This is an optimization exercise on Yosys and OpenROAD, whose aim is small area, a short achievable clock period and few clock cycles per item, not a production implementation.
The RTL was checked by simulation tests, not by an equivalence proof against the original design.
Power is estimated from default activity; no workload was simulated.

[flow/design.v]
package pli_pkg;
  localparam int unsigned CoordW = 32;
  localparam int unsigned WideW  = 68;
  localparam logic [CoordW:0] VertEps = 33'd7;
  typedef enum logic [1:0] {
    REG_QSX = 2'd0,
    REG_QSY = 2'd1,
    REG_QEX = 2'd2,
    REG_QEY = 2'd3
  } reg_index_t;
  typedef struct packed {
    logic                  hit;
    logic [15:0]           segment_index;
    logic [16:0]           fraction;
    logic signed [31:0]    cross_x;
    logic signed [31:0]    cross_y;
    logic                  list_end;
  } result_t;
endpackage
module pli_mul #(
  parameter int unsigned AW = 34,
  parameter int unsigned BW = 34
) (
  input  logic                    clk,
  input  logic                    rst,
  input  logic                    start,
  input  logic signed [AW-1:0]    a,
  input  logic signed [BW-1:0]    b,
  output logic                    done,
  output logic signed [AW+BW-1:0] prod
);
  localparam int unsigned CW = $clog2(BW + 1);
  logic [CW-1:0]           cnt;
  logic                    busy;
  logic signed [AW+BW-1:0] mcand;
  logic [BW-1:0]           mplier;
  logic signed [AW+BW-1:0] acc;
  always_ff @(posedge clk) begin
    if (rst) begin
      busy <= 1'b0;
      done <= 1'b0;
    end else begin
      done <= 1'b0;
      if (start) begin
        busy   <= 1'b1;
        cnt    <= '0;
        mcand  <= (AW+BW)'(a);
        mplier <= b;
        acc    <= '0;
      end else if (busy) begin
        if (mplier[0]) begin
          if (cnt == CW'(BW - 1)) acc <= acc - mcand;
          else acc <= acc + mcand;
        end
        mcand  <= mcand <<< 1;
        mplier <= mplier >> 1;
        cnt    <= cnt + 1'b1;
        if (cnt == CW'(BW - 1)) begin
          busy <= 1'b0;
          done <= 1'b1;
        end
      end
    end
  end
  always_comb begin
    prod = acc;
    if (done) prod = acc;
  end
endmodule
module pli_div #(
  parameter int unsigned W  = 68,
  parameter int unsigned QB = 16
) (
  input  logic          clk,
  input  logic          rst,
  input  logic          start,
  input  logic [W-1:0]  num,
  input  logic [W-1:0]  den,
  output logic          done,
  output logic [QB:0]   quo
);
  localparam int unsigned CW = $clog2(QB + 2);
  logic [CW-1:0] cnt;
  logic          busy;
  logic [W:0]    rem;
  logic [W:0]    dsr;
  logic [W:0]    diff;
  assign diff = rem - dsr;
  always_ff @(posedge clk) begin
    if (rst) begin
      busy <= 1'b0;
      done <= 1'b0;
    end else begin
      done <= 1'b0;
      if (start) begin
        busy <= 1'b1;
        cnt  <= '0;
        rem  <= {1'b0, num};
        dsr  <= {1'b0, den};
        quo  <= '0;
      end else if (busy) begin
        if (!diff[W]) begin
          rem <= {diff[W-1:0], 1'b0};
          quo <= {quo[QB-1:0], 1'b1};
        end else begin
          rem <= {rem[W-1:0], 1'b0};
          quo <= {quo[QB-1:0], 1'b0};
        end
        cnt <= cnt + 1'b1;
        if (cnt == CW'(QB)) begin
          busy <= 1'b0;
          done <= 1'b1;
        end
      end
    end
  end
endmodule
module polyline_line_intersection #(
  parameter int unsigned MAX_SEGMENTS  = 65536,
  parameter int unsigned FRACTION_BITS = 16
) (
  input  logic               clk,
  input  logic               rst,
  input  logic               cfg_valid,
  output logic               cfg_ready,
  input  logic [1:0]         cfg_index,
  input  logic [31:0]        cfg_data,
  input  logic               pin_valid,
  output logic               pin_ready,
  input  logic signed [31:0] pin_point_x,
  input  logic signed [31:0] pin_point_y,
  input  logic               pin_first_point,
  input  logic               pin_final_point,
  output logic               rout_valid,
  input  logic               rout_ready,
  output logic               rout_hit,
  output logic [15:0]        rout_segment_index,
  output logic [16:0]        rout_fraction,
  output logic signed [31:0] rout_cross_x,
  output logic signed [31:0] rout_cross_y,
  output logic               rout_list_end
);
  localparam int unsigned W  = pli_pkg::WideW;
  localparam int unsigned SC = (MAX_SEGMENTS > 1) ? $clog2(MAX_SEGMENTS) : 1;
  localparam int unsigned QB = FRACTION_BITS;
  typedef enum logic [3:0] {
    S_IDLE, S_BOX, S_M0, S_M1, S_M2, S_M3, S_M4, S_M5, S_CHK, S_DIV, S_SX, S_SY, S_OUT
  } state_t;
  state_t state;
  logic signed [31:0] qsx, qsy, qex, qey;
  logic signed [31:0] prev_x, prev_y, cur_x, cur_y;
  logic               have_prev, last;
  logic [SC-1:0]      seg_cnt;
  logic [15:0]        idx;
  logic               vq;
  logic signed [W-1:0] n, d, t, p0;
  logic [QB:0]        q;
  logic signed [33:0] dxa, dya, dxb, dyb, ex, ey, lo, hi, dqx;
  logic signed [32:0] mnxb, mxxb, mnyb, mxyb, mnxa, mxxa, mnya, mxya;
  logic               box_miss, vb, vqa;
  always_comb begin
    dxa = 34'(qex) - 34'(qsx);
    dya = 34'(qey) - 34'(qsy);
    dxb = 34'(cur_x) - 34'(prev_x);
    dyb = 34'(cur_y) - 34'(prev_y);
    ex  = 34'(prev_x) - 34'(qsx);
    ey  = 34'(prev_y) - 34'(qsy);
    dqx = 34'(qsx) - 34'(prev_x);
    mnxb = 33'((prev_x < cur_x) ? prev_x : cur_x);
    mxxb = 33'((prev_x < cur_x) ? cur_x : prev_x);
    mnyb = 33'((prev_y < cur_y) ? prev_y : cur_y);
    mxyb = 33'((prev_y < cur_y) ? cur_y : prev_y);
    mnxa = 33'((qsx < qex) ? qsx : qex);
    mxxa = 33'((qsx < qex) ? qex : qsx);
    mnya = 33'((qsy < qey) ? qsy : qey);
    mxya = 33'((qsy < qey) ? qey : qsy);
    box_miss = (mnxb > mxxa) || (mxxb < mnxa) || (mnyb > mxya) || (mxyb < mnya);
    vqa = ((dxa < 0) ? -dxa : dxa) < 34'(pli_pkg::VertEps);
    vb  = ((dxb < 0) ? -dxb : dxb) < 34'(pli_pkg::VertEps);
    lo = 34'((mnya > mnyb) ? mnya : mnyb);
    hi = 34'((mxya < mxyb) ? mxya : mxyb);
  end
  logic               m_start, m_done;
  logic signed [33:0] ma, mb;
  logic signed [67:0] m_prod;
  pli_mul #(.AW(34), .BW(34)) u_mul (
    .clk(clk), .rst(rst), .start(m_start), .a(ma), .b(mb), .done(m_done), .prod(m_prod)
  );
  logic          dv_start, dv_done;
  logic [W-1:0]  an, ad;
  pli_div #(.W(W), .QB(QB)) u_div (
    .clk(clk), .rst(rst), .start(dv_start), .num(an), .den(ad), .done(dv_done), .quo(q)
  );
  assign an = n[W-1] ? W'(-n) : W'(n);
  assign ad = d[W-1] ? W'(-d) : W'(d);
  function automatic logic in_unit(logic signed [W-1:0] nn, logic signed [W-1:0] dd);
    logic [W-1:0] a0, b0;
    a0 = nn[W-1] ? W'(-nn) : W'(nn);
    b0 = dd[W-1] ? W'(-dd) : W'(dd);
    if (dd == '0) in_unit = 1'b0;
    else if (nn == '0) in_unit = 1'b1;
    else if (nn[W-1] != dd[W-1]) in_unit = 1'b0;
    else in_unit = a0 <= b0;
  endfunction
  always_comb begin
    ma = '0;
    mb = '0;
    unique case (state)
      S_M0: begin ma = ex;  mb = dya; end
      S_M1: begin ma = ey;  mb = dxa; end
      S_M2: begin ma = dxa; mb = dyb; end
      S_M3: begin ma = dya; mb = dxb; end
      S_M4: begin ma = ex;  mb = dyb; end
      S_M5: begin ma = ey;  mb = dxb; end
      S_SX: begin ma = dxb; mb = 34'($unsigned(q)); end
      S_SY: begin ma = dyb; mb = 34'($unsigned(q)); end
      default: begin ma = '0; mb = '0; end
    endcase
  end
  logic [67:0]   sc_pos;
  logic signed [67:0] sc;
  assign sc_pos  = m_prod[67] ? 68'(-m_prod) : 68'(m_prod);
  always_comb begin
    if (!m_prod[67]) sc = 68'(sc_pos >> QB);
    else sc = -(68'((sc_pos + 68'((69'd1 << QB) - 1)) >> QB));
  end
  logic        r_valid, r_hit, go;
  logic [16:0] r_frac;
  logic signed [31:0] r_cx, r_cy;
  assign cfg_ready = (state == S_IDLE);
  assign pin_ready = (state == S_IDLE) && !r_valid;
  assign rout_valid = r_valid;
  always_ff @(posedge clk) begin
    if (rst) begin
      state <= S_IDLE;
      qsx <= '0; qsy <= '0; qex <= '0; qey <= '0;
      prev_x <= '0; prev_y <= '0;
      have_prev <= 1'b0;
      seg_cnt <= '0;
      r_valid <= 1'b0;
      m_start <= 1'b0;
      dv_start <= 1'b0;
    end else begin
      m_start  <= 1'b0;
      dv_start <= 1'b0;
      if (r_valid && rout_ready) r_valid <= 1'b0;
      if (cfg_valid && cfg_ready) begin
        unique case (cfg_index)
          pli_pkg::REG_QSX: qsx <= cfg_data;
          pli_pkg::REG_QSY: qsy <= cfg_data;
          pli_pkg::REG_QEX: qex <= cfg_data;
          pli_pkg::REG_QEY: qey <= cfg_data;
        endcase
      end
      unique case (state)
        S_IDLE: if (pin_valid && pin_ready) begin
          cur_x <= pin_point_x;
          cur_y <= pin_point_y;
          last  <= pin_final_point;
          r_hit <= 1'b0;
          if (!have_prev || pin_first_point) begin
            seg_cnt <= '0;
            go      <= 1'b0;
          end else begin
            idx     <= 16'(seg_cnt);
            go      <= 1'b1;
            seg_cnt <= (seg_cnt == SC'(MAX_SEGMENTS - 1)) ? '0 : seg_cnt + 1'b1;
          end
          state <= S_BOX;
        end
        S_BOX: begin
          vq <= vqa;
          if (!go || box_miss) state <= S_OUT;
          else if (vqa) begin
            if (vb) begin
              n <= W'(lo) - W'(34'(prev_y));
              d <= W'(dyb);
              if (!(lo < hi)) state <= S_OUT;
              else state <= S_CHK;
            end else begin
              n <= W'(dqx);
              d <= W'(dxb);
              state <= S_CHK;
            end
          end else begin
            m_start <= 1'b1;
            state <= S_M0;
          end
        end
        S_M0: if (m_done) begin p0 <= W'(m_prod); m_start <= 1'b1; state <= S_M1; end
        S_M1: if (m_done) begin n <= p0 - W'(m_prod); m_start <= 1'b1; state <= S_M2; end
        S_M2: if (m_done) begin p0 <= W'(m_prod); m_start <= 1'b1; state <= S_M3; end
        S_M3: if (m_done) begin d <= p0 - W'(m_prod); m_start <= 1'b1; state <= S_M4; end
        S_M4: if (m_done) begin p0 <= W'(m_prod); m_start <= 1'b1; state <= S_M5; end
        S_M5: if (m_done) begin t <= p0 - W'(m_prod); state <= S_CHK; end
        S_CHK: begin
          if (in_unit(n, d) && (vq || in_unit(t, d))) begin
            dv_start <= 1'b1;
            state <= S_DIV;
          end else state <= S_OUT;
        end
        S_DIV: if (dv_done) begin
          m_start <= 1'b1;
          state <= S_SX;
        end
        S_SX: if (m_done) begin
          r_cx <= 32'(68'(prev_x) + sc);
          m_start <= 1'b1;
          state <= S_SY;
        end
        S_SY: if (m_done) begin
          r_cy  <= 32'(68'(prev_y) + sc);
          r_hit <= 1'b1;
          if (QB >= 16) r_frac <= 17'(q >> (QB - 16));
          else r_frac <= 17'(q) << (16 - QB);
          state <= S_OUT;
        end
        S_OUT: begin
          prev_x <= cur_x;
          prev_y <= cur_y;
          have_prev <= !last;
          if (r_hit || last) r_valid <= 1'b1;
          state <= S_IDLE;
        end
        default: state <= S_IDLE;
      endcase
    end
  end
  assign rout_hit           = r_hit;
  assign rout_segment_index = r_hit ? idx : '0;
  assign rout_fraction      = r_hit ? r_frac : '0;
  assign rout_cross_x       = r_hit ? r_cx : '0;
  assign rout_cross_y       = r_hit ? r_cy : '0;
  assign rout_list_end      = last;
endmodule
[flow/run.sh]
#!/bin/bash
# synth_recipe.tcl (not shown) runs the flow's synth.tcl, then flattens the netlist and writes it again
# the make line also repeats each setting of config.mk as NAME=value (left out here)
make -C /OpenROAD-flow-scripts/flow DESIGN_CONFIG=/design/flow/config.mk WORK_HOME=/design/flow/orfs CLKGATE_MAP_FILE= SYNTH_SCRIPT=/design/flow/synth_recipe.tcl finish
[flow/config.mk]
export PLATFORM = sky130hd
export DESIGN_NAME = polyline_line_intersection
export DESIGN_NICKNAME = polyline_line_intersection
export VERILOG_FILES = /design/flow/design.v
export SDC_FILE = /design/flow/constraint.sdc
export NUM_CORES = 4
export LEC_CHECK = 0
export CAP_MARGIN = 40
export CORE_MARGIN = 2
export CORE_UTILIZATION = 40
export PLACE_DENSITY = 0.6
export SLEW_MARGIN = 30
[flow/constraint.sdc]
create_clock -name core_clock -period 11.0 [get_ports {clk}]
set_input_delay 2.2000 -clock core_clock [delete_from_list [all_inputs] [get_ports {clk}]]
set_output_delay 2.2000 -clock core_clock [all_outputs]
set_load 0.01 [all_outputs]
==> metrics.md <==
| Metric | Value |
|---|---|
| GR Overflow Total | `0` |
| Yosys top cell area share | `between 20% and 30%` |
| DRT iter0 DRCs | `between 9000 and 10000` |
| Total GRT Usage | `between 30% and 40%` |
| Reg2Reg Setup Slack | `between 0.5 and 0.6 ns` |
| Logic pwr share | `56.1%` |
| Top_reg_cell synth | `edfxtp_1` |
| Post-synthesis register bit count | `992` |
| Min Hold Slack | `between 0.4 and 0.5 ns` |
| R2R Path End | `n[62]$_DFFE_PP_` |
| Hold Path End | `qey[0]$_SDFFE_PP0P_` |
| Vias in the first global route | `77336` |
| Slew Limit Fails | `0` |
| Hold Startpoint | `qey[0]$_SDFFE_PP0P_` |
| Worst hold path cell count | `2` |
| Cells after Synth | `10274` |
| First-pass DRT Iterations | `7` |
| Tcrit/Tclk final | `between 90% and 100%` |
| Worst setup EP type | `flip-flop` |
| Setup tns final | `0 ns` |
| Dpl ws | `approximately 0.14 ns` |
| Crit path buf inv count | `9` |
| Post-route cell area | `roughly 100000 µm²` |
| DR vias/cell | `around 6.1` |
| Sw Share | `a little under half` |
| Share of layout cells above drive strength 1 | `under 10%` |
| Worst R2R Start | `prev_y[6]$_SDFFE_PP0N_` |
| H-Tree Depth | `3` |
| Hold violation count in the final report | `0` |
| PD cells | `roughly 210 nW/µm²` |
| DP Area | `95300 µm²` |
| Critical path's largest stage delay | `about 0.69 ns` |
| Wire length of the first global-routing pass | `approximately 550000 µm` |
| Cts bufs inserted | `roughly 120` |
| Min Clock Period, post-route | `10.44 ns` |
| Top post-synthesis cells by count | `nand2_1, a21oi_1, ha_1` |
| Status | `no timing/DRC/antenna violations` |
| RD Place Congestion | `1.11` |
| RSZ-0062 raised after global routing | `false` |
| Initial antenna violation count | `32` |
| Clock Latency Late Sink | `approximately 0.83 ns` |
| Synthesis-to-layout area growth | `14.8%` |
| Crit Path Category | `flip-flop to flip-flop` |
| Starting Density | `between 40 and 50%` |
| Synthesized Nets | `between 10000 and 15000` |
| Leakage | `41.1 nW` |
| WL/cell | `around 29 µm` |
| Number of core rows | `171` |
| CTS clock-pin slew for the worst setup and hold paths | `approximately 0.07 ns` |
| Nets | `about 12000` |
| Met2 WL | `around 160000 µm` |
| # Max-Cap Violations | `0` |
| Reg2Reg Depth | `45` |
| M1 WL | `162000 µm` |
| Die width | `471 µm` |
| Largest cells by area after synthesis | `edfxtp_1, ha_1, xnor2_1` |
| Core Region | `approximately 220000 µm²` |
| Critical path data arrival time | `between 10 and 15 ns` |
| Total Power | `20.9 mW` |
| Worst min path class | `flip-flop to flip-flop` |
| Distinct cells, synth | `between 90 and 100` |
| Sequential Power Share | `between 20% and 30%` |
| Via count | `83206` |
| Area leader, netlist | `edfxtp_1` |
| VDD IR max | `between 200 and 250 µV` |
| Clock root buffer master | `clkbuf_16` |
| Residual DRC | `0` |
| Bufs on Longest Clock Path | `3` |
| Worst Skew | `approximately 0.056 ns` |
| Hold-fix buffers at CTS | `0` |
| Number of top-level pins | `about 210` |
| Post-synth EDFFs | `approximately 770` |
| Mean Syn Cell Area | `about 8.5 µm²` |
| Clock Power Share | `roughly a fifth` |
| Top Family by Delay on Critical Path | `compound AO/OA/AOI/OAI gates` |
| Max stage delay cell, worst path | `or4_1` |
| Largest net degree at the start of global routing | `94` |
| # clock sinks | `about 1000` |
| Buffers on Ports | `206` |
| Post-synthesis sequential area ratio | `approximately a third` |
| Synth async-reset ratio | `0%` |
| Worst Tran Pin Value | `roughly 1.0 ns` |
| CP Max Fanout | `35` |
| Pint | `approximately 11 mW` |
| Routed wire length on met3 | `slightly below 40000 µm` |
| Routed Antenna Nets | `0` |
| Final-report setup violation count | `0` |
| Rel. slew slack | `approximately 30%` |
| CP most frequent cell | `buf_4` |
| Netlist Area Pre-Place | `a little under 90000 µm²` |
| Fmax | `95.7 MHz` |
| Max layer used | `met5` |
| CP required | `between 10 and 15 ns` |
| Dpl hpwl | `~330000 µm` |
| P_sw | `9.73 mW` |
| Critical Path Start Type | `flip-flop` |
| YS warnings | `3` |
| Die height | `between 400 and 500 µm` |
| Drt total wl | `395000 µm` |
| Die area | `approximately 220000 µm²` |
| Final WS setup | `0.555 ns` |
| CTS tree | `built` |
| Most common cell in the netlist | `nand2_1` |
[placed cells by master, fill, tap and decap left out, types with 52 or more instances in the layout]
master and n:
ha_1 889, a31oi_1 91, o21ai_0 689, nand4_1 162, o31ai_1 123, o21bai_1 74
and2_1 140, and3_1 78, a21o_1 402, o21a_1 88, nor2b_1 144, nor3_1 168
clkbuf_16 125, mux2i_1 180, buf_4 418, edfxtp_1 772, nand2_1 1048, o211ai_1 52
clkdlybuf4s50_1 205, dfxtp_1 218, a211oi_1 57, a21oi_1 975, inv_1 695, or3_1 84
nor4_1 69, xor2_1 218, nand2b_1 132, nor2_1 710, xnor2_1 570, nand3_1 179
mux2_2 53
[worst max path at each step]
| stage | start | to | cells after the start |
|---|---|---|---|
| 2_1_floorplan | prev_y[1]$_SDFFE_PP0N_ | n[0]$_DFFE_PP_ | 30 |
| 3_3_place_gp | prev_y[3]$_SDFFE_PP0N_ | n[32]$_DFFE_PP_ | 48 |
| 4_1_cts | prev_y[3]$_SDFFE_PP0N_ | n[32]$_DFFE_PP_ | 44 |
| 5_1_grt | prev_y[6]$_SDFFE_PP0N_ | n[30]$_DFFE_PP_ | 51 |
| 6_report | prev_y[6]$_SDFFE_PP0N_ | n[62]$_DFFE_PP_ | 45 |
| 3_5_place_dp | prev_y[3]$_SDFFE_PP0N_ | n[32]$_DFFE_PP_ | 44 |
[sequential cells by signal, summed over array words and instances, names as in the netlist, 34 cells and up]
signal        flops
u_mul.mplier     34
u_div.dsr        68
u_mul.mcand      68
p0               68
d                68
t                68
n                68
u_mul.acc        68
u_div.rem        69
[worst min-delay path: cells and delay by family (launching register included)]
| kind | cells | cell delay, ns |
|---|---|---|
| DFF | 1 | 0.32 |
| AOI/OAI and AO/OA | 1 | 0.05 |
| and+or+nand+nor | 1 | 0.06 |
[stage by stage]
| stage | cells | util (%) |
|---|---|---|
| floorplan | 10274 | - |
| global placement | 13315 | 43.6 |
| detailed placement | 13358 | 43.9 |
| CTS | 13589 | 45.9 |
| global route | 13614 | 46.1 |
| finish | 13630 | 46.1 |
[layer usage]
metal	up-vias	GRT usage (%)
met4	22	21.4
met3	906	9.61
met5	-	0.541
met1	39915	43.7
met2	4105	51.0
li1	38258	-
[cell families (layout without fill, tap and decap cells)]
family | Yosys count | count (layout) | synth area share [%]
and+or+nand+nor | 3137 | 3137 | 17.3
xor gates and xnor gates | 817 | 817 | 8.24
AOI/OAI and AO/OA | 3075 | 3076 | 22.2
muxes | 234 | 234 | 2.76
other | 0 | 18 | 0
buffers and inverters | 1117 | 1600 | 4.82
adders and majority gates | 902 | 902 | 13.1
DFF | 992 | 992 | 31.6
[layout make-up]
| type | instances | area, µm² |
|---|---|---|
| clock buffers | 153 | 3330 |
| inverters | 696 | 2610 |
| diodes | 18 | 45.0 |
| fillers | 21240 | 117000 |
| repair buffers | 673 | 5990 |
| multi-input cells | 8166 | 56000 |
| well taps | 2854 | 3570 |
| clock inverters | 78 | 933 |
| flip-flops and latches | 992 | 27600 |
[power by group through the flow]
stage | combinational (mW) | clock, mW | sequential (mW)
detailed placement | 11.1 | 0 | 4.86
global placement | 10.9 | 0 | 4.86
floorplan | 6.40 | 0 | 4.66
global route | 12.2 | 4.52 | 4.81
finish | 11.7 | 4.35 | 4.81
CTS | 11.2 | 4.41 | 4.78
[what timing repair did]
item / CTS / global route
setup buffers: 0 / 2
resized for setup: 0 / 15
hold endpoints to repair: 0 / 0
setup endpoints to repair: 0 / 52
Testbench counts, summed over its fixed seeds: cycles 631,720, vertices 3,200.

afterwards: timing with drivers on the ports:
Ports are ideal in the flow. The routed layout listed here was re-timed in OpenROAD.
Step 1 assumes that a clkbuf_16 drives the clock port and a buf_2 every other input.
Step 2 moves the port delays by t, midway between the first and last clock arrival at a register: inputs arrive t later, outputs are due t later. That takes back most of the time a late clock gives input paths.
a / b / c = no drivers / after step 1 / after step 2; a / b = the first two.
t (ns): 0.903
slack for setup (ns): 0.555 / 0.555 / 0.555
hold slack, ns: 0.473 / 0.473 / 0.473
After both steps this run still meets setup and hold. The setup slack of this run moves by 0.000 ns with the drivers and by 0.000 ns with both steps.
